From an optimization exercise on the open Yosys and OpenROAD flow, aimed at small area, a short achievable clock period and few clock cycles; shortcuts taken in it are not production practice.
RTL that was checked went through simulation tests only; none was proved equivalent to the original.
For runs 1 to 5, only the layout was checked, not whether the RTL still works.

File: design/flow/config.mk
export PLATFORM = sky130hd
export DESIGN_NAME = dehaze_top
export DESIGN_NICKNAME = dehaze_top
export VERILOG_FILES = /design/flow/design.v
export SDC_FILE = /design/flow/constraint.sdc
export NUM_CORES = 4
export LEC_CHECK = 0
export CAP_MARGIN = 50
export CORE_MARGIN = 2
export CORE_UTILIZATION = 70
export SLEW_MARGIN = 50
File: design/flow/flow/run.sh
#!/bin/bash
# Own flow: the standard synthesis, then the standard ORFS layout with the
# platform's delay cells kept out of buffering and resizing (they otherwise end
# up as port and wire buffers). Each step's output goes to its own log here.
set -euo pipefail
PLATFORM_DONT_USE="sky130_fd_sc_hd__probe_p_8 sky130_fd_sc_hd__probec_p_8 sky130_fd_sc_hd__lpflow_bleeder_1 sky130_fd_sc_hd__lpflow_clkbufkapwr_1 sky130_fd_sc_hd__lpflow_clkbufkapwr_16 sky130_fd_sc_hd__lpflow_clkbufkapwr_2 sky130_fd_sc_hd__lpflow_clkbufkapwr_4 sky130_fd_sc_hd__lpflow_clkbufkapwr_8 sky130_fd_sc_hd__lpflow_clkinvkapwr_1 sky130_fd_sc_hd__lpflow_clkinvkapwr_16 sky130_fd_sc_hd__lpflow_clkinvkapwr_2 sky130_fd_sc_hd__lpflow_clkinvkapwr_4 sky130_fd_sc_hd__lpflow_clkinvkapwr_8 sky130_fd_sc_hd__lpflow_decapkapwr_12 sky130_fd_sc_hd__lpflow_decapkapwr_3 sky130_fd_sc_hd__lpflow_decapkapwr_4 sky130_fd_sc_hd__lpflow_decapkapwr_6 sky130_fd_sc_hd__lpflow_decapkapwr_8 sky130_fd_sc_hd__lpflow_inputiso0n_1 sky130_fd_sc_hd__lpflow_inputiso0p_1 sky130_fd_sc_hd__lpflow_inputiso1n_1 sky130_fd_sc_hd__lpflow_inputiso1p_1 sky130_fd_sc_hd__lpflow_inputisolatch_1 sky130_fd_sc_hd__lpflow_isobufsrc_1 sky130_fd_sc_hd__lpflow_isobufsrc_16 sky130_fd_sc_hd__lpflow_isobufsrc_2 sky130_fd_sc_hd__lpflow_isobufsrc_4 sky130_fd_sc_hd__lpflow_isobufsrc_8 sky130_fd_sc_hd__lpflow_isobufsrckapwr_16 sky130_fd_sc_hd__lpflow_lsbuf_lh_hl_isowell_tap_1 sky130_fd_sc_hd__lpflow_lsbuf_lh_hl_isowell_tap_2 sky130_fd_sc_hd__lpflow_lsbuf_lh_hl_isowell_tap_4 sky130_fd_sc_hd__lpflow_lsbuf_lh_isowell_4 sky130_fd_sc_hd__lpflow_lsbuf_lh_isowell_tap_1 sky130_fd_sc_hd__lpflow_lsbuf_lh_isowell_tap_2 sky130_fd_sc_hd__lpflow_lsbuf_lh_isowell_tap_4"
DELAY_CELLS="sky130_fd_sc_hd__clkdlybuf4s15_1 sky130_fd_sc_hd__clkdlybuf4s15_2 sky130_fd_sc_hd__clkdlybuf4s18_1 sky130_fd_sc_hd__clkdlybuf4s18_2 sky130_fd_sc_hd__clkdlybuf4s25_1 sky130_fd_sc_hd__clkdlybuf4s25_2 sky130_fd_sc_hd__clkdlybuf4s50_1 sky130_fd_sc_hd__clkdlybuf4s50_2 sky130_fd_sc_hd__dlygate4sd1_1 sky130_fd_sc_hd__dlygate4sd2_1 sky130_fd_sc_hd__dlygate4sd3_1 sky130_fd_sc_hd__dlymetal6s2s_1 sky130_fd_sc_hd__dlymetal6s4s_1 sky130_fd_sc_hd__dlymetal6s6s_1"
bash standard.sh synth > synth.log 2>&1
bash standard.sh "DONT_USE_CELLS=$PLATFORM_DONT_USE $DELAY_CELLS" finish > layout.log 2>&1
test -s out/final.def
File: design/flow/standard.sh
#!/bin/bash
# synth_recipe.tcl (not shown) runs the flow's synth.tcl, then flattens the netlist and writes it again
# the make line also repeats each setting of config.mk as NAME=value (left out here)
make -C /OpenROAD-flow-scripts/flow DESIGN_CONFIG=/design/flow/config.mk WORK_HOME=/design/flow/orfs CLKGATE_MAP_FILE= SYNTH_SCRIPT=/design/flow/synth_recipe.tcl "${@:-finish}"
File: design/flow/constraint.sdc
create_clock -name core_clock -period 25.0 [get_ports {clk}]
set_input_delay 5.0000 -clock core_clock [delete_from_list [all_inputs] [get_ports {clk}]]
set_output_delay 5.0000 -clock core_clock [all_outputs]
set_load 0.01 [all_outputs]
File: design/flow/design.v
package dehaze_pkg;
    localparam int img_dim = 8;
    localparam int num_pix = img_dim * img_dim;
    function automatic logic [6:0] gain_lut(input logic [7:0] d);
        case (d)
            8'd0: gain_lut = 7'd64;
            8'd1: gain_lut = 7'd64;
            8'd2: gain_lut = 7'd64;
            8'd3: gain_lut = 7'd64;
            8'd4: gain_lut = 7'd61;
            8'd5: gain_lut = 7'd61;
            8'd6: gain_lut = 7'd61;
            8'd7: gain_lut = 7'd59;
            8'd8: gain_lut = 7'd59;
            8'd9: gain_lut = 7'd59;
            8'd10: gain_lut = 7'd57;
            8'd11: gain_lut = 7'd57;
            8'd12: gain_lut = 7'd57;
            8'd13: gain_lut = 7'd57;
            8'd14: gain_lut = 7'd55;
            8'd15: gain_lut = 7'd55;
            8'd16: gain_lut = 7'd55;
            8'd17: gain_lut = 7'd53;
            8'd18: gain_lut = 7'd53;
            8'd19: gain_lut = 7'd53;
            8'd20: gain_lut = 7'd51;
            8'd21: gain_lut = 7'd51;
            8'd22: gain_lut = 7'd51;
            8'd23: gain_lut = 7'd51;
            8'd24: gain_lut = 7'd50;
            8'd25: gain_lut = 7'd50;
            8'd26: gain_lut = 7'd50;
            8'd27: gain_lut = 7'd48;
            8'd28: gain_lut = 7'd48;
            8'd29: gain_lut = 7'd48;
            8'd30: gain_lut = 7'd47;
            8'd31: gain_lut = 7'd47;
            8'd32: gain_lut = 7'd47;
            8'd33: gain_lut = 7'd47;
            8'd34: gain_lut = 7'd45;
            8'd35: gain_lut = 7'd45;
            8'd36: gain_lut = 7'd45;
            8'd37: gain_lut = 7'd44;
            8'd38: gain_lut = 7'd44;
            8'd39: gain_lut = 7'd44;
            8'd40: gain_lut = 7'd43;
            8'd41: gain_lut = 7'd43;
            8'd42: gain_lut = 7'd43;
            8'd43: gain_lut = 7'd43;
            8'd44: gain_lut = 7'd42;
            8'd45: gain_lut = 7'd42;
            8'd46: gain_lut = 7'd42;
            8'd47: gain_lut = 7'd41;
            8'd48: gain_lut = 7'd41;
            8'd49: gain_lut = 7'd41;
            8'd50: gain_lut = 7'd40;
            8'd51: gain_lut = 7'd40;
            8'd52: gain_lut = 7'd40;
            8'd53: gain_lut = 7'd40;
            8'd54: gain_lut = 7'd39;
            8'd55: gain_lut = 7'd39;
            8'd56: gain_lut = 7'd39;
            8'd57: gain_lut = 7'd38;
            8'd58: gain_lut = 7'd38;
            8'd59: gain_lut = 7'd38;
            8'd60: gain_lut = 7'd37;
            8'd61: gain_lut = 7'd37;
            8'd62: gain_lut = 7'd37;
            8'd63: gain_lut = 7'd37;
            8'd64: gain_lut = 7'd36;
            8'd65: gain_lut = 7'd36;
            8'd66: gain_lut = 7'd36;
            8'd67: gain_lut = 7'd35;
            8'd68: gain_lut = 7'd35;
            8'd69: gain_lut = 7'd35;
            8'd70: gain_lut = 7'd34;
            8'd71: gain_lut = 7'd34;
            8'd72: gain_lut = 7'd34;
            8'd73: gain_lut = 7'd34;
            8'd74: gain_lut = 7'd34;
            8'd75: gain_lut = 7'd34;
            8'd76: gain_lut = 7'd34;
            8'd77: gain_lut = 7'd33;
            8'd78: gain_lut = 7'd33;
            8'd79: gain_lut = 7'd33;
            8'd80: gain_lut = 7'd32;
            8'd81: gain_lut = 7'd32;
            8'd82: gain_lut = 7'd32;
            8'd83: gain_lut = 7'd32;
            8'd84: gain_lut = 7'd32;
            8'd85: gain_lut = 7'd32;
            8'd86: gain_lut = 7'd32;
            8'd87: gain_lut = 7'd31;
            8'd88: gain_lut = 7'd31;
            8'd89: gain_lut = 7'd31;
            8'd90: gain_lut = 7'd30;
            8'd91: gain_lut = 7'd30;
            8'd92: gain_lut = 7'd30;
            8'd93: gain_lut = 7'd30;
            8'd94: gain_lut = 7'd30;
            8'd95: gain_lut = 7'd30;
            8'd96: gain_lut = 7'd30;
            8'd97: gain_lut = 7'd29;
            8'd98: gain_lut = 7'd29;
            8'd99: gain_lut = 7'd29;
            8'd100: gain_lut = 7'd29;
            8'd101: gain_lut = 7'd29;
            8'd102: gain_lut = 7'd29;
            8'd103: gain_lut = 7'd29;
            8'd104: gain_lut = 7'd28;
            8'd105: gain_lut = 7'd28;
            8'd106: gain_lut = 7'd28;
            8'd107: gain_lut = 7'd28;
            8'd108: gain_lut = 7'd28;
            8'd109: gain_lut = 7'd28;
            8'd110: gain_lut = 7'd27;
            8'd111: gain_lut = 7'd27;
            8'd112: gain_lut = 7'd27;
            8'd113: gain_lut = 7'd27;
            8'd114: gain_lut = 7'd27;
            8'd115: gain_lut = 7'd27;
            8'd116: gain_lut = 7'd27;
            8'd117: gain_lut = 7'd26;
            8'd118: gain_lut = 7'd26;
            8'd119: gain_lut = 7'd26;
            8'd120: gain_lut = 7'd26;
            8'd121: gain_lut = 7'd26;
            8'd122: gain_lut = 7'd26;
            8'd123: gain_lut = 7'd26;
            8'd124: gain_lut = 7'd25;
            8'd125: gain_lut = 7'd25;
            8'd126: gain_lut = 7'd25;
            8'd127: gain_lut = 7'd25;
            8'd128: gain_lut = 7'd25;
            8'd129: gain_lut = 7'd25;
            8'd130: gain_lut = 7'd25;
            8'd131: gain_lut = 7'd25;
            8'd132: gain_lut = 7'd25;
            8'd133: gain_lut = 7'd25;
            8'd134: gain_lut = 7'd24;
            8'd135: gain_lut = 7'd24;
            8'd136: gain_lut = 7'd24;
            8'd137: gain_lut = 7'd24;
            8'd138: gain_lut = 7'd24;
            8'd139: gain_lut = 7'd24;
            8'd140: gain_lut = 7'd23;
            8'd141: gain_lut = 7'd23;
            8'd142: gain_lut = 7'd23;
            8'd143: gain_lut = 7'd23;
            8'd144: gain_lut = 7'd23;
            8'd145: gain_lut = 7'd23;
            8'd146: gain_lut = 7'd23;
            8'd147: gain_lut = 7'd23;
            8'd148: gain_lut = 7'd23;
            8'd149: gain_lut = 7'd23;
            8'd150: gain_lut = 7'd22;
            8'd151: gain_lut = 7'd22;
            8'd152: gain_lut = 7'd22;
            8'd153: gain_lut = 7'd22;
            8'd154: gain_lut = 7'd22;
            8'd155: gain_lut = 7'd22;
            8'd156: gain_lut = 7'd22;
            8'd157: gain_lut = 7'd22;
            8'd158: gain_lut = 7'd22;
            8'd159: gain_lut = 7'd22;
            8'd160: gain_lut = 7'd21;
            8'd161: gain_lut = 7'd21;
            8'd162: gain_lut = 7'd21;
            8'd163: gain_lut = 7'd21;
            8'd164: gain_lut = 7'd21;
            8'd165: gain_lut = 7'd21;
            8'd166: gain_lut = 7'd21;
            8'd167: gain_lut = 7'd21;
            8'd168: gain_lut = 7'd21;
            8'd169: gain_lut = 7'd21;
            8'd170: gain_lut = 7'd21;
            8'd171: gain_lut = 7'd21;
            8'd172: gain_lut = 7'd21;
            8'd173: gain_lut = 7'd21;
            8'd174: gain_lut = 7'd20;
            8'd175: gain_lut = 7'd20;
            8'd176: gain_lut = 7'd20;
            8'd177: gain_lut = 7'd20;
            8'd178: gain_lut = 7'd20;
            8'd179: gain_lut = 7'd20;
            8'd180: gain_lut = 7'd20;
            8'd181: gain_lut = 7'd20;
            8'd182: gain_lut = 7'd20;
            8'd183: gain_lut = 7'd20;
            8'd184: gain_lut = 7'd20;
            8'd185: gain_lut = 7'd20;
            8'd186: gain_lut = 7'd20;
            8'd187: gain_lut = 7'd19;
            8'd188: gain_lut = 7'd19;
            8'd189: gain_lut = 7'd19;
            8'd190: gain_lut = 7'd19;
            8'd191: gain_lut = 7'd19;
            8'd192: gain_lut = 7'd19;
            8'd193: gain_lut = 7'd19;
            8'd194: gain_lut = 7'd19;
            8'd195: gain_lut = 7'd19;
            8'd196: gain_lut = 7'd19;
            8'd197: gain_lut = 7'd19;
            8'd198: gain_lut = 7'd19;
            8'd199: gain_lut = 7'd19;
            8'd200: gain_lut = 7'd18;
            8'd201: gain_lut = 7'd18;
            8'd202: gain_lut = 7'd18;
            8'd203: gain_lut = 7'd18;
            8'd204: gain_lut = 7'd18;
            8'd205: gain_lut = 7'd18;
            8'd206: gain_lut = 7'd18;
            8'd207: gain_lut = 7'd18;
            8'd208: gain_lut = 7'd18;
            8'd209: gain_lut = 7'd18;
            8'd210: gain_lut = 7'd18;
            8'd211: gain_lut = 7'd18;
            8'd212: gain_lut = 7'd18;
            8'd213: gain_lut = 7'd18;
            8'd214: gain_lut = 7'd17;
            8'd215: gain_lut = 7'd17;
            8'd216: gain_lut = 7'd17;
            8'd217: gain_lut = 7'd17;
            8'd218: gain_lut = 7'd17;
            8'd219: gain_lut = 7'd17;
            8'd220: gain_lut = 7'd17;
            8'd221: gain_lut = 7'd17;
            8'd222: gain_lut = 7'd17;
            8'd223: gain_lut = 7'd17;
            8'd224: gain_lut = 7'd17;
            8'd225: gain_lut = 7'd17;
            8'd226: gain_lut = 7'd17;
            8'd227: gain_lut = 7'd17;
            8'd228: gain_lut = 7'd17;
            8'd229: gain_lut = 7'd17;
            8'd230: gain_lut = 7'd17;
            8'd231: gain_lut = 7'd17;
            8'd232: gain_lut = 7'd17;
            8'd233: gain_lut = 7'd17;
            8'd234: gain_lut = 7'd16;
            8'd235: gain_lut = 7'd16;
            8'd236: gain_lut = 7'd16;
            8'd237: gain_lut = 7'd16;
            8'd238: gain_lut = 7'd16;
            8'd239: gain_lut = 7'd16;
            8'd240: gain_lut = 7'd16;
            8'd241: gain_lut = 7'd16;
            8'd242: gain_lut = 7'd16;
            8'd243: gain_lut = 7'd16;
            8'd244: gain_lut = 7'd16;
            8'd245: gain_lut = 7'd16;
            8'd246: gain_lut = 7'd16;
            8'd247: gain_lut = 7'd16;
            8'd248: gain_lut = 7'd16;
            8'd249: gain_lut = 7'd16;
            8'd250: gain_lut = 7'd16;
            8'd251: gain_lut = 7'd16;
            8'd252: gain_lut = 7'd16;
            8'd253: gain_lut = 7'd16;
            8'd254: gain_lut = 7'd16;
            8'd255: gain_lut = 7'd16;
            default: gain_lut = 7'd16;
        endcase
    endfunction
endpackage
`timescale 1ns/1ps
module dehaze_top (
    input  logic        clk,
    input  logic        rst,
    input  logic        in_req,
    output logic        in_ack,
    input  logic [23:0] in_pix,      
    output logic        out_req,
    input  logic        out_ack,
    output logic [23:0] out_pix,     
    output logic        out_last
);
    logic        i_full;            
    logic [23:0] ipix;
    logic [23:0] ch [0:8];          
    logic [5:0]  cnt;               
    logic [3:0]  nold;              
    logic        oraw;              
    logic        pin;               
    logic        pdr;               
    logic [6:0]  gain;
    logic [7:0]  vm [0:7];          
    logic [7:0]  v3p;               
    logic [7:0]  pmin;              
    function automatic logic lt8(input logic [7:0] a, input logic [7:0] b);
        lt8 = 1'b0;
        for (int i = 0; i < 8; i++) lt8 = (~a[i] & b[i]) | (~(a[i] & ~b[i]) & lt8);
    endfunction
    function automatic logic [7:0] min2(input logic [7:0] a, input logic [7:0] b);
        min2 = lt8(a, b) ? a : b;
    endfunction
    function automatic logic [7:0] min3(input logic [23:0] p);
        logic rg, rb, gb;
        rg = lt8(p[23:16], p[15:8]);
        rb = lt8(p[23:16], p[7:0]);
        gb = lt8(p[15:8], p[7:0]);
        min3 = (rg && rb) ? p[23:16] : (!rg && gb) ? p[15:8] : p[7:0];
    endfunction
    function automatic logic [7:0] recover(input logic [7:0] c, input logic [6:0] g);
        logic [7:0]  u;
        logic [13:0] s, k, pp, ns, nk;
        logic [14:0] p;
        u = ~c;
        s = {6'b0, u & {8{g[0]}}};
        k = 14'd0;
        for (int j = 1; j < 6; j++) begin
            pp = {6'b0, u & {8{g[j]}}} << j;
            ns = s ^ k ^ pp;
            nk = ((s & k) | (s & pp) | (k & pp)) << 1;
            s  = ns;
            k  = nk;
        end
        p = {1'b0, s + k} | (g[6] ? {1'b0, u, 6'b0} : 15'd0);
        recover = (|p[14:12]) ? 8'd0 : ~p[11:4];
    endfunction
    logic [7:0] m_new, m_up, v3, dark, pm_new, vm_new;
    logic [3:0] nnew;
    logic       out_free, do_in, do_drain, c8_valid, interior;
    assign m_new  = min3(ipix);
    assign m_up   = min3(ch[7]);
    assign v3     = min2(vm[7], m_new);
    assign dark   = min2(min2(pmin, vm[7]), m_new);
    assign pm_new = min2(min2(v3p, vm[7]), m_new);
    assign vm_new = min2(m_up, m_new);
    assign nnew     = (cnt > 6'd8) ? 4'd9 : cnt[3:0];
    assign out_free = (!oraw && !out_req) || (out_req && out_ack);
    assign do_in    = i_full && !pin && out_free;
    assign do_drain = !i_full && !pdr && (nold != 4'd0) && out_free;
    assign c8_valid = (nold != 4'd0) || (cnt > 6'd8);
    assign interior = (cnt[2:1] != 2'd0) && (cnt[5:4] != 2'd0);
    always_ff @(posedge clk or posedge rst) begin
        if (rst) begin
            i_full  <= 1'b0;
            in_ack  <= 1'b0;
            cnt     <= '0;
            nold    <= '0;
            oraw    <= 1'b0;
            out_req <= 1'b0;
            pin     <= 1'b0;
            pdr     <= 1'b0;
        end else begin
            if (in_req && !in_ack && (!i_full || pin)) begin
                i_full <= 1'b1;
                in_ack <= 1'b1;
            end else begin
                if (in_ack && !in_req) in_ack <= 1'b0;
                if (pin) i_full <= 1'b0;
            end
            pin <= do_in;
            pdr <= do_drain;
            if (pin) begin
                cnt <= cnt + 1'b1;
                if (cnt == 6'd63) nold <= 4'd9;
                else if (nold != 4'd0) nold <= nold - 1'b1;
            end else if (pdr) begin
                nold <= nold - 1'b1;
            end
            if (out_req && out_ack) out_req <= 1'b0;
            if (oraw && !out_ack) begin
                oraw    <= 1'b0;
                out_req <= 1'b1;
            end
            if ((do_in && c8_valid) || do_drain) oraw <= 1'b1;
        end
    end
    always_ff @(posedge clk) begin
        if (!i_full || pin) ipix <= in_pix;
        if (pin) begin
            ch[0] <= ipix;
            vm[0] <= vm_new;
            for (int k = 1; k < 8; k++) vm[k] <= vm[k-1];
            v3p  <= v3;
            pmin <= pm_new;
        end
        for (int k = 1; k < 9; k++) begin
            if (pin || (pdr && nnew < 4'(k))) ch[k] <= ch[k-1];
        end
        if (do_in || do_drain) begin
            out_pix  <= ch[8];
            out_last <= (nold == 4'd1);
            gain     <= (do_in && interior) ? dehaze_pkg::gain_lut(dark) : 7'd16;
        end else if (oraw && !out_ack) begin
            out_pix[23:16] <= recover(out_pix[23:16], gain);
            out_pix[15:8]  <= recover(out_pix[15:8], gain);
            out_pix[7:0]   <= recover(out_pix[7:0], gain);
        end
    end
endmodule
==> summary.txt, run 1 <==
Die area = 0.0292 mm^2
Pin count of the biggest net entering global routing = 53
Post-Synth XOR/XNOR Area = 0.897%
Slowest-stage cell, CP = or2_4
Top cells by area, synth = edfxtp_1 54%, fa_1 8.3%, nor2b_1 3.5%
Post-CTS Hold Buffers = 0
CP Capture Type = flip-flop
Post-CTS Setup Inserts = 0
Final setup fails = 0
Compound-Gate Fraction of Synth Area = 12.4%
Standard-cell rows = 61
Mapped Nets = 1706
Avg Inst Size Synth = 12.6 um^2
Register-to-register setup slack = 18970 ps
IO buf count = 54
Post-synthesis mux area share = 1.92%
Hold Path Stages = 0
Crit-path leading delay family = compound AO/OA/AOI/OAI gates
H-tree Lvls = 2
Number of I/O pins = 55
Post-synth EDFFs = 352
DP HPWL = 29.2 mm
Worst flop-to-flop path endpoint = gain[0]$_SDFFCE_PN0P_
FF-to-FF Start = ipix[18]$_DFFE_PP_
CTS tree = done
Routed len/inst = 21.0 um
First-pass iteration count of the detailed router = 6
Largest family of logic cells by synthesized area = compound AO/OA/AOI/OAI gates
Seq/Total Area, Yosys = 56.2%
DRT iter0 DRCs = 1268
First-pass GRT wire length = 67.2 mm
Vias in the first global route = 12621
Post-synthesis simple-gate area fraction = 12.3%
Clock tree buffer depth = 3
Antenna Nets Post-Route = 0
Fin nets = 1763
Post-CTS resize count = 0
Die Height = 171 um
GP Congestion = 0.996
Initial core utilization = 70.7%
DIE WIDTH = 171 um
Area leader, netlist = edfxtp_1
Clk slew on worst S/H paths = 70 ps
Actual slew at the worst max-slew pin = 722 ps
Max Freq = 152 MHz
Tightest slew margin relative to the limit = 51.6%
Final Skew = 17.8 ps
Clock latency at the later pin of the worst-skew pair = 530 ps
DR vias = 12744
GRT Overall Usage = 29.7%
Hold Path Origin = ch[2][8]$_DFFE_PP_
Worst-path cell chain = buf_1 -> a21oi_1 -> nor2_1 -> or2_4 -> a2111oi_0 -> and2_1 -> a32o_1
CP startpoint kind = primary input
Placement Cell Area = 0.0201 mm^2
Core area = 0.0276 mm^2
DRC Markers = 0
Layout area overhead = 9.14%
Async SR Flop Fraction = 4.35%
WL final = 42.2 mm
Crit path time final = 6560 ps
Worst hold endpoint = ch[3][8]$_DFFE_PP_
Via/cell ratio = 6.34
Synth Warn # = 3
Worst-path fanout max = 36
#FFs+latches synth = 368
Top-area cell type share of the netlist area = 54.1%
R2R depth = 15
Netlist Area Pre-Place = 0.0195 mm^2
WS Path Type = in -> reg
Grt total ovfl = 0
Hold Fails Final Rpt = 0
Most common cell in the netlist = edfxtp_1
Hold slack final = 411 ps
Pre-CTS setup slack = 17670 ps
Final WS setup = 18440 ps
Fin util = 77.1%
Final Cell Area = 0.0213 mm^2
Ant diodes = 0
Status = complete, no violations
Initial antenna violation count = 1
Crit-path max cell delay = 430 ps
Adder-cell share of the synthesized area = 12.4%
Worst EP required = 25390 ps
Cell types with the highest counts after synthesis = 352 x edfxtp_1, 148 x inv_1, 110 x nor2b_1
TritonCTS Buffers = 35
# clock sinks = 368
Mapped Cells = 1551
Distinct cell type count after synthesis = 88
Fin cells = 2011
Placed instance count = 1948
Tcrit/Tclk final = 26.2%
Layout cells sized above 1 = 8.33%
Maxcap violations = 0
Clock root buffer = clkbuf_16
RSZ-0062 raised after global routing = no
Ys flop type = edfxtp_1
Setup TNS = 0 ps
Slew Limit Fails = 0
Arrival @ worst endpoint = 6950 ps
Hold Crit Class = reg -> reg
CP bufs+invs = 1
[worst register-to-register path, delay by kind of cell, from the launching register on]
family | cells | cell delay (ps)
buffers and inverters | 1 | 460
muxes | 1 | 410
DFF | 1 | 550
and+or+nand+nor | 6 | 1890
AOI/OAI and AO/OA | 7 | 2490
[registers in the layout (all words and copies together) (netlist names)]
name	count
ipix	24
gain	7
pdr	1
pmin	8
out_pix	24
v3p	8
nold	4
in_ack	1
oraw	1
vm	64
out_last	1
pin	1
ch	216
i_full	1
out_req	1
cnt	6
[final cells by class]
cell class	count	area, um^2
Clock buffer	37	883
Tap cell	378	473
Timing Repair Buffer	68	322
Fill cell	1738	6320
Inverter	149	559
Clock inverter	25	254
Multi-Input combinational cell	986	7850
Sequential cell	368	11000
[layer usage]
metal / routed length, um / part of all wire [%] / GRT usage, % / vias up
met5: 0 / 0 / 0 / -
met1: 16600 / 39 / 38.8 / 6218
met4: 1610 / 3.8 / 11.9 / 0
met3: 2920 / 6.9 / 4.30 / 143
met2: 21100 / 50 / 50.7 / 609
li1: - / - / - / 5774
[worst max-delay path by stage]
stage / startpoint / endpoint / depth (start not counted)
after CTS: out_ack / out_pix[9]$_DFFE_PP_ / 7
after global placement: out_ack / out_pix[15]$_DFFE_PP_ / 5
final: out_ack / out_pix[21]$_DFFE_PP_ / 7
after floorplan: out_ack / out_pix[0]$_DFFE_PP_ / 6
after detailed placement: out_ack / out_pix[11]$_DFFE_PP_ / 6
after global routing: out_ack / out_pix[17]$_DFFE_PP_ / 8
[kinds of logic after synthesis]
kind of cell	Yosys count
muxes	35
AOI/OAI and AO/OA	343
buffers and inverters	197
adders and majority gates	148
DFF	368
xor gates and xnor gates	20
and+or+nand+nor	440
[cells in the final DEF, fill, tap and decap left out, types with 17 or more instances in the layout]
cell type,instances
nor2b_1,110
inv_1,147
a211oi_1,22
o21ai_0,48
nand3_1,19
edfxtp_1,352
mux2i_1,24
fa_1,81
nand2b_1,96
o22ai_1,17
nand2_1,63
buf_1,56
clkbuf_16,35
a21oi_1,82
nor3_1,24
nor2_1,65
ha_1,46
==> inputs of run 2 (changes only) <==
--- a/design/flow/design.v
+++ b/design/flow/design.v
@@ -281,6 +281,7 @@
     logic [5:0]  cnt;               
     logic [3:0]  nold;              
     logic        oraw;              
+    logic        ordy;              
     logic        pin;               
     logic        pdr;               
     logic [6:0]  gain;
@@ -328,7 +329,7 @@
     assign pm_new = min2(min2(v3p, vm[7]), m_new);
     assign vm_new = min2(m_up, m_new);
     assign nnew     = (cnt > 6'd8) ? 4'd9 : cnt[3:0];
-    assign out_free = (!oraw && !out_req) || (out_req && out_ack);
+    assign out_free = (!oraw && !ordy && !out_req) || (out_req && out_ack);
     assign do_in    = i_full && !pin && out_free;
     assign do_drain = !i_full && !pdr && (nold != 4'd0) && out_free;
     assign c8_valid = (nold != 4'd0) || (cnt > 6'd8);
@@ -340,6 +341,7 @@
             cnt     <= '0;
             nold    <= '0;
             oraw    <= 1'b0;
+            ordy    <= 1'b0;
             out_req <= 1'b0;
             pin     <= 1'b0;
             pdr     <= 1'b0;
@@ -361,11 +363,9 @@
                 nold <= nold - 1'b1;
             end
             if (out_req && out_ack) out_req <= 1'b0;
-            if (oraw && !out_ack) begin
-                oraw    <= 1'b0;
-                out_req <= 1'b1;
-            end
-            if ((do_in && c8_valid) || do_drain) oraw <= 1'b1;
+            if ((oraw || ordy) && !out_ack) out_req <= 1'b1;
+            ordy <= (oraw || ordy) && out_ack;
+            oraw <= (do_in && c8_valid) || do_drain;
         end
     end
     always_ff @(posedge clk) begin
@@ -380,14 +380,14 @@
         for (int k = 1; k < 9; k++) begin
             if (pin || (pdr && nnew < 4'(k))) ch[k] <= ch[k-1];
         end
-        if (do_in || do_drain) begin
-            out_pix  <= ch[8];
-            out_last <= (nold == 4'd1);
-            gain     <= (do_in && interior) ? dehaze_pkg::gain_lut(dark) : 7'd16;
-        end else if (oraw && !out_ack) begin
+        gain <= (i_full && interior) ? dehaze_pkg::gain_lut(dark) : 7'd16;
+        if (oraw) begin
             out_pix[23:16] <= recover(out_pix[23:16], gain);
             out_pix[15:8]  <= recover(out_pix[15:8], gain);
             out_pix[7:0]   <= recover(out_pix[7:0], gain);
+        end else if (do_in || do_drain) begin
+            out_pix  <= ch[8];
+            out_last <= (nold == 4'd1);
         end
     end
 endmodule
==> run 2 against run 1 <==
  * Still clean on timing, DRC and antenna
  * Die area increased by 1.4%
  * Wire length increased by 11%
  * Count of clock-buffer cells in the layout increased by 10
  * Final cell count increased by 1.5%
==> summary.txt, run 2 <==
Status = complete, no violations
Number of I/O pins = 55
Arrival @ worst endpoint = 1320 ps
Clock latency at the later pin of the worst-skew pair = 560 ps
Actual slew at the worst max-slew pin = 754 ps
Post-CTS resize count = 0
Reg with most FFs = ch
Avg Inst Size Synth = 12.6 um^2
Die area = 0.0297 mm^2
Die Height = 172 um
Most common cell in the netlist = edfxtp_1
Final Skew = 39.6 ps
Standard-cell rows = 61
Hold Crit Class = reg -> reg
Most frequent cells in the layout = 345 x edfxtp_1, 140 x inv_1, 108 x nor2b_1
Slowest-stage cell, CP = edfxtp_1
Top cells by area, synth = edfxtp_1 52%, fa_1 8.2%, nor2b_1 3.4%
Post-synth EDFFs = 345
Netlist Area Pre-Place = 0.0198 mm^2
CP bufs+invs = 1
Max reg flops = 216
Final setup fails = 0
First-pass iteration count of the detailed router = 7
Biggest regs = ch: 216 flops, vm: 64 flops
Top-area cell type share of the netlist area = 52.3%
Fill cells = 1609
Setup TNS = 0 ps
First-pass GRT wire length = 72.6 mm
Commonest non-fill, non-tap cell in the layout = edfxtp_1
Crit-path max cell delay = 590 ps
Worst EP required = 20000 ps
Crit path time final = 6320 ps
Layout area overhead = 9.63%
DR vias = 13380
DRT iter0 DRCs = 1582
Crit-path leading delay family = flip-flops
Tightest slew margin relative to the limit = 49.7%
Clock tree buffer depth = 3
GP Congestion = 0.954
Mapped Nets = 1732
DRC Markers = 0
Routed len/inst = 22.8 um
WL final = 46.6 mm
Mapped Cells = 1577
#FFs+latches synth = 369
Synth Warn # = 3
Ant diodes = 0
DIE WIDTH = 172 um
Worst-path cell chain = buf_1
Fin nets = 1788
Tcrit/Tclk final = 25.3%
Core area = 0.0279 mm^2
Slew Limit Fails = 0
Initial antenna violation count = 1
Maxcap violations = 0
Hold Fails Final Rpt = 0
CP startpoint kind = flip-flop
Clk slew on worst S/H paths = 60 ps
Layout cells sized above 1 = 8.78%
Pin count of the biggest net entering global routing = 46
Fin util = 77.9%
Distinct cell type count after synthesis = 102
GRT Overall Usage = 32.5%
Seq/Total Area, Yosys = 55.2%
TritonCTS Buffers = 38
Clock root buffer = clkbuf_16
Via/cell ratio = 6.56
CTS tree = done
DP HPWL = 31.0 mm
Async SR Flop Fraction = 4.61%
Register area = 0.0109 mm^2
IO buf count = 54
RSZ-0062 raised after global routing = no
WS Path Type = reg -> out
Antenna Nets Post-Route = 0
Post-CTS Hold Buffers = 0
Initial core utilization = 71.1%
Cell types with the highest counts after synthesis = 345 x edfxtp_1, 142 x inv_1, 108 x nor2b_1
Multi-input gate area = 0.00821 mm^2
Max Freq = 158 MHz
Area leader, netlist = edfxtp_1
H-tree Lvls = 2
Grt total ovfl = 0
CP Capture Type = output port
Worst-path fanout max = 8
Post-CTS Setup Inserts = 0
Vias in the first global route = 13564
# clock sinks = 369
Ys flop type = edfxtp_1
run 2: changes by cell type in the layout (fill, tap and decap cells not counted), sizes merged, moves of 9 or more:
cell,change
a21oi,-27
a221oi,-12
a22o,-14
a31oi,+12
a32o,-14
clkbuf,+9
nand2,+10
nand2b,-11
nand3,+9
nor2,+13
o211ai,+9
o2bb2ai,+27
or2,-9
run 2: cells by family after synthesis:
logic type / count (synthesis) / synth area share [%]
simple gates: 457 / 12.3
flops: 369 / 55.2
compound gates: 338 / 13.1
buf+inv: 197 / 3.83
fa+ha+maj: 154 / 12.5
mux: 45 / 2.37
xor+xnor: 17 / 0.752
run 2: through the flow:
step	std cells	setup WS, ps	hold WS, ps	instance area (um^2)
final	2041	18680	416	21700
after global routing	2041	18640	420	21700
after CTS	2040	18730	417	21700
after detailed placement	1970	18400	405	20400
after global placement	1969	18220	400	20300
after floorplan	1577	18630	400	19800
run 2: path summary, 6_finish.rpt:
kind / startpoint / end / slack (ps) / depth (start not counted)
max in group asynchronous: rst / pin$_DFF_PP0_ / 20240 / 2
worst max-delay path: out_pix[18]$_DFFE_PP_ / out_pix[18] / 18680 / 1
worst min-delay path: ch[2][20]$_DFFE_PP_ / ch[3][20]$_DFFE_PP_ / 420 / 0
min in group asynchronous: rst / in_ack$_DFFE_PP0P_ / 4400 / 2
worst min register to register: ch[2][20]$_DFFE_PP_ / ch[3][20]$_DFFE_PP_ / 420 / 0
worst max register to register: ipix[4]$_DFFE_PN_ / gain[0]$_SDFF_PN0_ / 18890 / 20
run 2: layout make-up:
type / count / area share (%)
well taps: 378 / 2.18
clock buffers: 47 / 4.53
inverters: 144 / 2.49
multi-input cells: 1011 / 37.8
repair buffers: 69 / 1.42
flip-flops and latches: 369 / 50.3
clock inverters: 23 / 1.21
run 2: layer usage:
layer | global-route usage, % | share of wire [%]
met5 | 0 | 0
met4 | 15.7 | 5.1
met3 | 6.16 | 8.5
met2 | 54.0 | 48
met1 | 41.4 | 38
==> inputs of run 3 (changes only) <==
--- a/design/flow/config.mk
+++ b/design/flow/config.mk
@@ -8,4 +8,5 @@
 export CAP_MARGIN = 50
 export CORE_MARGIN = 2
 export CORE_UTILIZATION = 70
+export CTS_BUF_LIST = sky130_fd_sc_hd__clkbuf_8
 export SLEW_MARGIN = 50
==> run 3 against run 2 <==
  * Hold slack got worse by 18 ps
  * Wire length down 6.1%
  * Highest routed layer unchanged
  * Critical endpoint is now out_pix[19]
==> summary.txt, run 3 <==
Number of I/O pins = 55
CP Capture Type = output port
Worst EP required = 20000 ps
# clock sinks = 369
Fin cells = 2077
Slowest-stage cell, CP = edfxtp_1
Commonest non-fill, non-tap cell in the layout = edfxtp_1
FF-to-FF Start = vm[7][7]$_DFFE_PP_
Ys flop type = edfxtp_1
First-pass GRT wire length = 68.7 mm
Cell types with the highest counts after synthesis = 345 x edfxtp_1, 142 x inv_1, 108 x nor2b_1
Layout area overhead = 9.09%
GRT Overall Usage = 30.4%
Crit-path max cell delay = 540 ps
Netlist Area Pre-Place = 0.0198 mm^2
Top-area cell type share of the netlist area = 52.3%
Placed instance count = 1970
GP Congestion = 0.954
Antenna Nets Post-Route = 0
Routed len/inst = 21.1 um
TritonCTS Buffers = 57
Slew Limit Fails = 0
CP bufs+invs = 1
Crit path time final = 6350 ps
DP HPWL = 31.0 mm
Area leader, netlist = edfxtp_1
Post-CTS Setup Inserts = 0
First-pass iteration count of the detailed router = 8
Status = complete, no violations
DIE WIDTH = 172 um
#FFs+latches synth = 369
CTS tree = done
Maxcap violations = 0
RSZ-0062 raised after global routing = no
Synth Warn # = 3
Standard-cell rows = 61
Initial antenna violation count = 0
Most frequent cells in the layout = 345 x edfxtp_1, 156 x inv_1, 108 x nor2b_1
Worst-path cell chain = buf_1
Mapped Cells = 1577
Biggest regs = ch: 216 flops, vm: 64 flops
Pin count of the biggest net entering global routing = 46
WL final = 43.8 mm
WS Path Type = reg -> out
Most common cell in the netlist = edfxtp_1
Die Height = 172 um
Hold Crit Class = reg -> reg
CP Launch Point = out_pix[19]$_DFFE_PP_
DR vias = 13216
DRC Markers = 0
Max Freq = 157 MHz
Fin nets = 1807
Core area = 0.0279 mm^2
Die area = 0.0297 mm^2
Vias in the first global route = 13199
IO buf count = 54
Clock root buffer = clkbuf_8
Worst-path fanout max = 8
Via/cell ratio = 6.36
Arrival @ worst endpoint = 1350 ps
Clock latency at the later pin of the worst-skew pair = 630 ps
Initial core utilization = 71.1%
Actual slew at the worst max-slew pin = 739 ps
Final setup fails = 0
Max reg flops = 216
Final Skew = 53.4 ps
Clock tree buffer depth = 3
Seq/Total Area, Yosys = 55.2%
Hold Path Origin = ch[2][3]$_DFFE_PP_
Tcrit/Tclk final = 25.4%
CP startpoint kind = flip-flop
Crit-path leading delay family = flip-flops
Tightest slew margin relative to the limit = 50.7%
Mapped Nets = 1732
Async SR Flop Fraction = 4.61%
Reg with most FFs = ch
Clk slew on worst S/H paths = 70 ps
Post-CTS resize count = 0
Layout cells sized above 1 = 9.78%
H-tree Lvls = 2
Top cells by area, synth = edfxtp_1 52%, fa_1 8.2%, nor2b_1 3.4%
Fill cells = 1655
Hold Fails Final Rpt = 0
Avg Inst Size Synth = 12.6 um^2
Post-synth EDFFs = 345
DRT iter0 DRCs = 1535
Distinct cell type count after synthesis = 102
Setup TNS = 0 ps
Post-CTS Hold Buffers = 0
Grt total ovfl = 0
[run 3: cell counts after synthesis]
No cell type changed its count.
[run 3: final timing paths]
check / end / slack, ps / cells past startpoint
worst max-delay path: out_pix[19] / 18650 / 1
worst min-delay path: ch[3][3]$_DFFE_PP_ / 400 / 0
worst max register to register: gain[0]$_SDFF_PN0_ / 18980 / 19
worst min register to register: ch[3][3]$_DFFE_PP_ / 400 / 0
max in group asynchronous: pin$_DFF_PP0_ / 20280 / 2
min in group asynchronous: cnt[4]$_DFFE_PP0P_ / 4340 / 2
[run 3: kinds of logic (layout without fill, tap and decap cells)]
kind of cell,count (synthesis),count (layout),synth area share [%]
AO/OA/AOI/OAI,338,338,13.1
XOR/XNOR,17,17,0.752
adder cells (fa/ha/maj),154,154,12.5
buffers and inverters,197,318,3.83
flip-flops,369,369,55.2
multiplexers,45,45,2.37
other,0,1,0
AND/OR/NAND/NOR,457,457,12.3
[run 3: stage by stage]
step / instance area (um^2) / hold slack [ps] / utilization (%) / setup WS [ps]
after global routing: 21600 / 410 / 77.6 / 18570
after global placement: 20300 / 400 / 73.0 / 18220
after CTS: 21600 / 412 / 77.4 / 18620
after floorplan: 19800 / 400 / - / 18630
after detailed placement: 20400 / 405 / 73.3 / 18400
final: 21600 / 398 / 77.6 / 18650
[run 3: area by class of cell]
| type | instances | area [um^2] | share of cell area (%) |
|---|---|---|---|
| multi-input cells | 1011 | 8210 | 38.0 |
| inverters | 144 | 541 | 2.50 |
| repair buffers | 69 | 309 | 1.43 |
| diodes | 1 | 2.50 | 0.0116 |
| well taps | 378 | 473 | 2.19 |
| clock buffers | 61 | 840 | 3.89 |
| clock inverters | 44 | 299 | 1.38 |
| flip-flops and latches | 369 | 10900 | 50.6 |
[run 3: per-layer routing]
layer	vias to the layer above	GRT usage (%)	share of wire, %
met5	-	0	0
met4	0	13.6	4.1
met3	170	5.42	8.8
met2	739	50.3	48
met1	6374	39.9	39
li1	5933	-	-
==> inputs of run 4 (changes only) <==
--- a/design/flow/config.mk
+++ b/design/flow/config.mk
@@ -5,8 +5,8 @@
 export SDC_FILE = /design/flow/constraint.sdc
 export NUM_CORES = 4
 export LEC_CHECK = 0
+export ABC_AREA = 1
 export CAP_MARGIN = 50
 export CORE_MARGIN = 2
 export CORE_UTILIZATION = 70
-export CTS_BUF_LIST = sky130_fd_sc_hd__clkbuf_8
 export SLEW_MARGIN = 50
==> run 4 against run 3 <==
  * Still clean
  * First-iteration DRC count decreased by 39%
  * Critical path depth unchanged
  * Sequential cell count unchanged
  * Global-route usage decreased by 2.9 points
  * Die area decreased by 6.5%
  * Fmax increased by 2.1%
  * Utilization increased by 0.47 points
  * Largest cell class unchanged
==> summary.txt, run 4 <==
Worst-path cell chain = buf_1
Crit-path leading delay family = flip-flops
Tightest slew margin relative to the limit = 55.3%
CP bufs+invs = 1
Die area = 0.0277 mm^2
Antenna Nets Post-Route = 0
DRT iter0 DRCs = 938
CP Launch Point = out_pix[22]$_DFFE_PP_
DR vias = 12064
Placement Cell Area = 0.0190 mm^2
Max Freq = 161 MHz
Die Height = 166 um
DP HPWL = 25.3 mm
Post-CTS resize count = 0
Maxcap violations = 0
DRC Markers = 0
Biggest regs = ch: 216 flops, vm: 64 flops
Post-CTS Hold Buffers = 0
Tcrit/Tclk final = 24.9%
Area leader, netlist = edfxtp_1
Status = complete, no violations
CP startpoint kind = flip-flop
DIE WIDTH = 166 um
Worst hold endpoint = ch[1][21]$_DFFE_PP_
Register-to-register setup slack = 19320 ps
R2R depth = 20
Core area = 0.0260 mm^2
Seq/Total Area, Yosys = 59.1%
Reg with most FFs = ch
Clock root buffer = clkbuf_16
CP Depth = 1
Clock tree buffer depth = 3
Vias in the first global route = 11979
Avg Inst Size Synth = 11.0 um^2
Most common cell in the netlist = nand2_1
Fin nets = 1905
First-pass iteration count of the detailed router = 5
Multi-input gate area = 0.00638 mm^2
CTS tree = done
Initial antenna violation count = 0
Worst flop-to-flop path endpoint = out_pix[6]$_DFFE_PP_
TritonCTS Buffers = 36
Post-synth EDFFs = 345
Fill cells = 1600
Most frequent cells in the layout = 373 x nand2_1, 345 x edfxtp_1, 260 x inv_1
Top-area cell type share of the netlist area = 56.1%
WS Path Type = reg -> out
Distinct cell type count after synthesis = 51
Async SR Flop Fraction = 4.61%
Top cells by area, synth = edfxtp_1 56%, fa_1 8.8%, nand2_1 7.6%
WL final = 36.8 mm
Grt total ovfl = 0
RSZ-0062 raised after global routing = no
Crit-path max cell delay = 480 ps
Arrival @ worst endpoint = 1220 ps
GRT Overall Usage = 27.5%
Synth Warn # = 3
Clk slew on worst S/H paths = 60 ps
Crit path time final = 6220 ps
CP Capture Type = output port
Layout area overhead = 9.72%
Register area = 0.0109 mm^2
Setup TNS = 0 ps
Ant diodes = 0
Slew Limit Fails = 0
Pin count of the biggest net entering global routing = 81
Final Cell Area = 0.0203 mm^2
Commonest non-fill, non-tap cell in the layout = nand2_1
Final setup fails = 0
Hold Crit Class = reg -> reg
Mapped Nets = 1831
Hold Path Origin = ch[0][21]$_DFFE_PP_
# clock sinks = 369
GP Congestion = 0.905
Ys flop type = edfxtp_1
First-pass GRT wire length = 60.5 mm
#FFs+latches synth = 369
Number of I/O pins = 55
IO buf count = 54
Post-CTS Setup Inserts = 0
Standard-cell rows = 59
Actual slew at the worst max-slew pin = 670 ps
Hold Fails Final Rpt = 0
Routed len/inst = 17.4 um
Clock latency at the later pin of the worst-skew pair = 540 ps
Final Skew = 34.3 ps
Layout cells sized above 1 = 8.06%
Hold Path Stages = 0
Via/cell ratio = 5.72
Initial core utilization = 71.1%
Mapped Cells = 1676
Max reg flops = 216
Slowest-stage cell, CP = edfxtp_1
H-tree Lvls = 2
Worst EP required = 20000 ps
Cell types with the highest counts after synthesis = 374 x nand2_1, 345 x edfxtp_1, 265 x inv_1
Worst-path fanout max = 6
Netlist Area Pre-Place = 0.0185 mm^2
FF-to-FF Start = gain[0]$_SDFF_PN0_
[run 4: cell count changes in the layout (fill, tap and decap cells not counted), sizes merged, moves of 29 or more]
cell	before	now
nand2	75	399
o2bb2ai	29	0
inv	162	276
nand3	28	69
nand2b	86	0
nor2b	109	0
nor2	82	150
mux2i	30	0
o21ai	60	95
[run 4: cell type report]
cell class	instances	share of cell area, %
Inverter	278	5.16
Multi-Input combinational cell	999	31.5
Clock inverter	18	1.36
Tap cell	335	2.07
Timing Repair Buffer	66	1.41
Clock buffer	45	4.61
Sequential cell	369	53.9
[run 4: worst max path at each step]
| stage | end | slack, ps |
|---|---|---|
| after floorplan | out_pix[0]$_DFFE_PP_ | 18560 |
| after global routing | out_pix[10] | 18720 |
| after CTS | out_pix[23] | 18770 |
| final | out_pix[22] | 18780 |
| after detailed placement | out_pix[6]$_DFFE_PP_ | 18360 |
| after global placement | out_pix[6]$_DFFE_PP_ | 18090 |
[run 4: logic make-up (layout without fill, tap and decap cells)]
family / count (synthesis) / in the layout / synth area share, %
AND/OR/NAND/NOR: 650 / 650 / 14.7
flip-flops: 369 / 369 / 59.1
buffers and inverters: 308 / 407 / 6.57
AO/OA/AOI/OAI: 214 / 214 / 7.31
adder cells (fa/ha/maj): 127 / 127 / 11.9
XOR/XNOR: 8 / 8 / 0.379
[run 4: routing by layer]
metal / vias up / wire (um) / global-route usage (%)
met2: 463 / 18700 / 48.3
met5: - / 0 / 0
met3: 107 / 2050 / 3.45
li1: 5720 / - / -
met4: 0 / 1230 / 9.18
met1: 5774 / 14800 / 36.0
[run 4: per-stage QoR]
step	hold WS, ps	worst slack (ps)	instances	util, %
detailed placement	405	18360	2045	73.3
finish	409	18780	2110	78.0
floorplan	400	18560	1676	-
global placement	400	18090	2045	73.2
global route	419	18720	2110	78.0
CTS	410	18770	2108	77.9
==> inputs of run 5 (changes only) <==
--- a/design/flow/config.mk
+++ b/design/flow/config.mk
@@ -5,8 +5,9 @@
 export SDC_FILE = /design/flow/constraint.sdc
 export NUM_CORES = 4
 export LEC_CHECK = 0
-export ABC_AREA = 1
 export CAP_MARGIN = 50
 export CORE_MARGIN = 2
 export CORE_UTILIZATION = 70
+export CTS_CLUSTER_DIAMETER = 60
+export CTS_CLUSTER_SIZE = 25
 export SLEW_MARGIN = 50
==> run 5 against run 4 <==
  * Global-route usage increased by 3.4 points
  * Register-to-register slack got worse by 440 ps
  * Design area increased by 5.7%
  * Final cell count decreased by 4.3%
  * Still clean on timing, DRC and antenna
  * Sequential cell count unchanged
  * Non-clock buffer count increased by 3
==> summary.txt, run 5 <==
Status = complete, no violations
Netlist Area Pre-Place = 0.0198 mm^2
WS Path Type = reg -> out
WL final = 44.7 mm
Layout area overhead = 8.24%
IO buf count = 54
CP bufs+invs = 1
Number of I/O pins = 55
CP startpoint kind = flip-flop
Pin count of the biggest net entering global routing = 46
R2R depth = 19
Final setup fails = 0
Setup crit end = out_pix[22]
Slew Limit Fails = 0
Worst-path cell chain = buf_1
FF-to-FF Start = vm[7][7]$_DFFE_PP_
CP Launch Point = out_pix[22]$_DFFE_PP_
Synth Warn # = 3
Actual slew at the worst max-slew pin = 791 ps
First-pass GRT wire length = 69.6 mm
Post-CTS Hold Buffers = 0
Final Cell Area = 0.0214 mm^2
Crit-path max cell delay = 520 ps
First-pass iteration count of the detailed router = 6
Die Height = 172 um
Top-area cell type share of the netlist area = 52.3%
Reg with most FFs = ch
Ant diodes = 0
Async SR Flop Fraction = 4.61%
Most frequent cells in the layout = 345 x edfxtp_1, 140 x inv_1, 108 x nor2b_1
Clock latency at the later pin of the worst-skew pair = 570 ps
Post-synth EDFFs = 345
Area leader, netlist = edfxtp_1
Largest family of logic cells by synthesized area = compound AO/OA/AOI/OAI gates
Ys flop type = edfxtp_1
TritonCTS Buffers = 26
Max reg flops = 216
Via/cell ratio = 6.48
Crit path time final = 6280 ps
Mapped Nets = 1732
# clock sinks = 369
Fin cells = 2019
Worst flop-to-flop path endpoint = gain[0]$_SDFF_PN0_
DRC Markers = 0
Commonest non-fill, non-tap cell in the layout = edfxtp_1
Top cells by area, synth = edfxtp_1 52%, fa_1 8.2%, nor2b_1 3.4%
Pre-CTS setup slack = 18400 ps
GP Congestion = 0.954
Clock tree buffer depth = 3
Hold Crit Class = reg -> reg
Post-synthesis simple-gate area fraction = 12.3%
DIE WIDTH = 172 um
Crit-path leading delay family = flip-flops
GRT Overall Usage = 30.9%
Setup TNS = 0 ps
#FFs+latches synth = 369
Biggest regs = ch: 216 flops, vm: 64 flops
Slowest-stage cell, CP = edfxtp_1
Register-to-register setup slack = 18880 ps
Arrival @ worst endpoint = 1280 ps
Post-Synth XOR/XNOR Area = 0.752%
H-tree Lvls = 1
CTS tree = done
Hold slack final = 404 ps
Fin nets = 1776
CP Depth = 1
Most common cell in the netlist = edfxtp_1
Clock root buffer = clkbuf_16
Layout cells sized above 1 = 8.10%
Tightest slew margin relative to the limit = 47.3%
Post-CTS resize count = 0
Antenna Nets Post-Route = 0
Standard-cell rows = 61
Placed instance count = 1970
Compound-Gate Fraction of Synth Area = 13.1%
Worst-path fanout max = 8
Maxcap violations = 0
Post-CTS Setup Inserts = 0
Post-synthesis mux area share = 2.37%
Vias in the first global route = 13185
Mapped Cells = 1577
Cell types with the highest counts after synthesis = 345 x edfxtp_1, 142 x inv_1, 108 x nor2b_1
DRT iter0 DRCs = 1479
Initial antenna violation count = 2
Die area = 0.0297 mm^2
CP Capture Type = output port
Final Skew = 26.0 ps
DP HPWL = 31.0 mm
Max Freq = 159 MHz
Worst EP required = 20000 ps
DR vias = 13085
Core area = 0.0279 mm^2
Tcrit/Tclk final = 25.1%
Routed len/inst = 22.1 um
RSZ-0062 raised after global routing = no
Clk slew on worst S/H paths = 100 ps
Placement Cell Area = 0.0204 mm^2
Initial core utilization = 71.1%
Final WS setup = 18720 ps
Avg Inst Size Synth = 12.6 um^2
Hold Fails Final Rpt = 0
Distinct cell type count after synthesis = 102
Grt total ovfl = 0
Adder-cell share of the synthesized area = 12.5%
Seq/Total Area, Yosys = 55.2%
Fin util = 77.0%
==> run 5: cell count changes in the layout (fill, tap and decap cells not counted), sizes merged, moves of 23 or more <==
cell,delta
nand2,-324
nor2b,+109
nand3,-41
nor2,-68
maj3,+27
inv,-124
nand2b,+86
a21o,+23
o21ai,-35
mux2i,+30
o2bb2ai,+29
==> run 5: cell families after synthesis <==
group	count (synthesis)
and+or+nand+nor	457
muxes	45
buffers and inverters	197
xor gates and xnor gates	17
AOI/OAI and AO/OA	338
DFF	369
adders and majority gates	154
==> run 5: worst reg2reg max path: cells and delay by family (launching register included) <==
family | cells | cell delay (ps)
DFF | 1 | 800
AOI/OAI and AO/OA | 12 | 3640
adders and majority gates | 1 | 340
and+or+nand+nor | 5 | 1190
buffers and inverters | 1 | 100
==> run 5: worst min path at each step <==
stage                   startpoint                  end  slack (ps)  depth (start not counted)
2_1_floorplan   ch[0][0]$_DFFE_PP_   ch[1][0]$_DFFE_PP_         400                          0
3_3_place_gp   ch[0][22]$_DFFE_PP_  ch[1][22]$_DFFE_PP_         400                          0
3_5_place_dp   ch[1][15]$_DFFE_PP_  ch[2][15]$_DFFE_PP_         400                          0
4_1_cts        ch[1][18]$_DFFE_PP_  ch[2][18]$_DFFE_PP_         410                          0
5_1_grt         ch[0][3]$_DFFE_PP_   ch[1][3]$_DFFE_PP_         410                          0
6_report       ch[1][18]$_DFFE_PP_  ch[2][18]$_DFFE_PP_         400                          0
==> run 5: cell type report <==
type	count	area, um^2
inverter	144	541
tap	378	473
multi-input combinational	1011	8210
fill	1667	6420
clock inverter	16	289
timing repair buffer	69	309
clock buffer	32	683
sequential	369	10900
==> run 5: layer usage <==
layer / wire length, um / GRT usage, % / vias to the layer above
li1: - / - / 5845
met2: 21300 / 50.7 / 691
met1: 17700 / 40.1 / 6388
met3: 3780 / 6.68 / 159
met5: 16 / 0 / -
met4: 1870 / 13.3 / 2
==> inputs of run 6 (changes only) <==
--- a/design/flow/design.v
+++ b/design/flow/design.v
@@ -326,7 +326,7 @@
     assign m_up   = min3(ch[7]);
     assign v3     = min2(vm[7], m_new);
     assign dark   = min2(min2(pmin, vm[7]), m_new);
-    assign pm_new = min2(min2(v3p, vm[7]), m_new);
+    assign pm_new = min2(v3p, v3);
     assign vm_new = min2(m_up, m_new);
     assign nnew     = (cnt > 6'd8) ? 4'd9 : cnt[3:0];
     assign out_free = (!oraw && !ordy && !out_req) || (out_req && out_ack);
@@ -382,12 +382,10 @@
         end
         gain <= (i_full && interior) ? dehaze_pkg::gain_lut(dark) : 7'd16;
         if (oraw) begin
-            out_pix[23:16] <= recover(out_pix[23:16], gain);
-            out_pix[15:8]  <= recover(out_pix[15:8], gain);
-            out_pix[7:0]   <= recover(out_pix[7:0], gain);
-        end else if (do_in || do_drain) begin
-            out_pix  <= ch[8];
-            out_last <= (nold == 4'd1);
+            out_pix[23:16] <= recover(ch[8][23:16], gain);
+            out_pix[15:8]  <= recover(ch[8][15:8], gain);
+            out_pix[7:0]   <= recover(ch[8][7:0], gain);
+            out_last       <= (nold == 4'd1);
         end
     end
 endmodule
==> design/flow/config.mk (replaced) <==
export PLATFORM = sky130hd
export DESIGN_NAME = dehaze_top
export DESIGN_NICKNAME = dehaze_top
export VERILOG_FILES = /design/flow/design.v
export SDC_FILE = /design/flow/constraint.sdc
export NUM_CORES = 4
export LEC_CHECK = 0
export ABC_AREA = 1
export CAP_MARGIN = 50
export CORE_MARGIN = 2
export CORE_UTILIZATION = 70
export SLEW_MARGIN = 50
==> run 6 against run 5 <==
  * Via count decreased by 11%
  * Count of clock-buffer cells in the layout grew 11
  * Non-clock buffer count decreased by 4
  * Fmax is 3.8% higher
  * Utilization is 2.4 points higher
  * Largest cell class unchanged
==> summary.txt, run 6 <==
Status = complete, no violations
DRC Markers = 0
Cell types with the highest counts after synthesis = 345 x edfxtp_1, 327 x nand2_1, 248 x inv_1
DIE WIDTH = 165 um
# clock sinks = 369
Post-CTS resize count = 0
Max Freq = 165 MHz
Mapped Cells = 1585
IO buf count = 54
Compound-Gate Fraction of Synth Area = 6.07%
Clk slew on worst S/H paths = 70 ps
Arrival @ worst endpoint = 1050 ps
DR vias = 11694
Area leader, netlist = edfxtp_1
Largest family of logic cells by synthesized area = simple AND/OR/NAND/NOR gates
Mapped Nets = 1740
Hold slack final = 408 ps
Fin nets = 1820
Post-synthesis simple-gate area fraction = 14.5%
Crit-path max cell delay = 390 ps
CP bufs+invs = 1
DP HPWL = 24.1 mm
Maxcap violations = 0
RSZ-0062 raised after global routing = no
Top-area cell type share of the netlist area = 57.3%
Tightest slew margin relative to the limit = 56.0%
Actual slew at the worst max-slew pin = 660 ps
Clock tree buffer depth = 3
Avg Inst Size Synth = 11.4 um^2
Netlist Area Pre-Place = 0.0181 mm^2
Layout area overhead = 10.8%
Antenna Nets Post-Route = 0
H-tree Lvls = 2
Via/cell ratio = 5.78
CP Capture Type = output port
Die Height = 165 um
GRT Overall Usage = 28.0%
CP startpoint kind = flip-flop
Adder-cell share of the synthesized area = 12.1%
Ant diodes = 0
Tcrit/Tclk final = 24.2%
Top cells by area, synth = edfxtp_1 57%, fa_1 9.0%, nand2_1 6.8%
Crit-path leading delay family = flip-flops
Slowest-stage cell, CP = dfrtp_1
First-pass iteration count of the detailed router = 5
Worst-path fanout max = 3
Worst-path cell chain = buf_1
GP Congestion = 0.908
Worst EP required = 20000 ps
Fin util = 79.4%
Biggest regs = ch: 216 flops, vm: 64 flops
Crit path time final = 6050 ps
Core area = 0.0253 mm^2
Fill cells = 1463
Ys flop type = edfxtp_1
Layout cells sized above 1 = 9.04%
Hold Fails Final Rpt = 0
Vias in the first global route = 11822
Standard-cell rows = 58
Reg with most FFs = ch
Slew Limit Fails = 0
Post-CTS Setup Inserts = 0
Synth Warn # = 3
Most common cell in the netlist = edfxtp_1
Initial antenna violation count = 0
Post-synthesis mux area share = 0%
Number of I/O pins = 55
WL final = 36.2 mm
Die area = 0.0271 mm^2
Commonest non-fill, non-tap cell in the layout = edfxtp_1
#FFs+latches synth = 369
First-pass GRT wire length = 58.5 mm
Post-synth EDFFs = 345
Max reg flops = 216
TritonCTS Buffers = 37
Grt total ovfl = 0
DRT iter0 DRCs = 1037
Routed len/inst = 17.9 um
Setup TNS = 0 ps
Seq/Total Area, Yosys = 60.4%
Post-Synth XOR/XNOR Area = 0.678%
Initial core utilization = 71.6%
Clock latency at the later pin of the worst-skew pair = 530 ps
Pin count of the biggest net entering global routing = 49
Async SR Flop Fraction = 4.61%
Clock root buffer = clkbuf_16
Distinct cell type count after synthesis = 59
CTS tree = done
Final Skew = 23.0 ps
WS Path Type = reg -> out
Most frequent cells in the layout = 345 x edfxtp_1, 327 x nand2_1, 244 x inv_1
Final setup fails = 0
Hold Crit Class = reg -> reg
Post-CTS Hold Buffers = 0
[run 6: changes by cell type after synthesis, sizes merged, moves of 23 or more]
cell / delta
nor2: +67
nand2b: -85
nand2: +275
inv: +123
maj3: -27
a21oi: -23
clkbuf: -24
a21o: -23
nand3: +43
o2bb2ai: -29
nor2b: -109
mux2i: -30
[run 6: path summary, 6_finish.rpt]
| path | start | to | slack (ps) | depth (start not counted) |
|---|---|---|---|---|
| hold reg to reg | ch[1][3]$_DFFE_PP_ | ch[2][3]$_DFFE_PP_ | 410 | 0 |
| setup / recovery | in_ack$_DFFE_PP0P_ | in_ack | 18950 | 1 |
| min in group asynchronous | rst | ordy$_DFF_PP0_ | 4410 | 2 |
| setup reg to reg | gain[0]$_SDFF_PN0_ | out_pix[22]$_SDFFCE_PP0P_ | 19130 | 17 |
| hold / removal | ch[1][3]$_DFFE_PP_ | ch[2][3]$_DFFE_PP_ | 410 | 0 |
| max in group asynchronous | rst | pin$_DFF_PP0_ | 20310 | 2 |
[run 6: kinds of logic (layout without fill, tap and decap cells)]
group / Yosys count / count (layout)
compound gates: 172 / 172
xor+xnor: 14 / 14
fa+ha+maj: 127 / 127
buf+inv: 292 / 400
flops: 369 / 369
simple gates: 611 / 611
[run 6: worst register-to-register path: stages (launching register included)]
cell and delay [ps]:
dfxtp_1 400, clkinv_1 480, nor2_1 250, ha_1 260
inv_1 80, fa_1 420, fa_1 560, inv_1 60
fa_1 510, fa_1 530, ha_1 260, fa_1 430
a31oi_1 230, nor2_1 80, o21ai_0 220, a21oi_1 90
or4_1 570, a221oi_1 260
[run 6: area by class of cell]
cell class,count,area [um^2],share of cell area (%)
flip-flops and latches,369,10900,54.6
multi-input cells,924,6110,30.5
inverters,268,1010,5.03
clock buffers,43,948,4.73
well taps,330,413,2.06
clock inverters,24,322,1.60
repair buffers,65,307,1.53
[run 6: per-stage QoR]
step / setup WS [ps] / instances / instance area (um^2)
after floorplan: 18830 / 1585 / 18100
after global placement: 19260 / 1953 / 18700
after detailed placement: 19190 / 1954 / 18700
after CTS: 18930 / 2021 / 20000
after global routing: 18810 / 2023 / 20000
final: 18950 / 2023 / 20000
[run 6: metal layers]
layer	vias to the layer above	GRT usage (%)	routed length, um
li1	5436	-	-
met1	5577	33.2	13700
met2	518	49.4	18300
met3	163	4.60	2150
met4	0	14.9	2090
met5	-	0	0
Testbench counts of run 6, summed over its fixed seeds: cycles 8,352.

==> what the ideal ports hide <==
Ports are ideal in the flow. The routed layouts listed here were re-timed in OpenROAD.
Step 1, drivers: a clkbuf_16 drives clk and a buf_2 each remaining input, both assumed.
Step 2 moves the port delays by t, midway between the first and last clock arrival at a register: inputs arrive t later, outputs are due t later. That takes back most of the time a late clock gives input paths.
Three values: ideal ports, drivers, drivers and shift; two values: the first two.
run	t (ns)	setup WS [ns]	worst setup path at the end	clock arrival spread, ns
run 1	0.571	18.441 / 18.458 / 17.887	input to register	0.019 / 0.019
run 2	0.594	18.676 / 18.624 / 18.288	input to register	0.040 / 0.040
run 3	0.649	18.650 / 18.604 / 18.285	input to register	0.053 / 0.054
run 4	0.576	18.780 / 18.730 / 18.353	input to register	0.041 / 0.041
run 5	0.616	18.720 / 18.666 / 18.312	input to register	0.026 / 0.026
run 6	0.572	18.953 / 18.904 / 19.133	register to register	0.023 / 0.023
After both steps setup and hold are still met in every run listed. For run 1, which loses most, drivers alone change the setup slack by +0.017 ns; drivers and shift together by -0.554 ns.
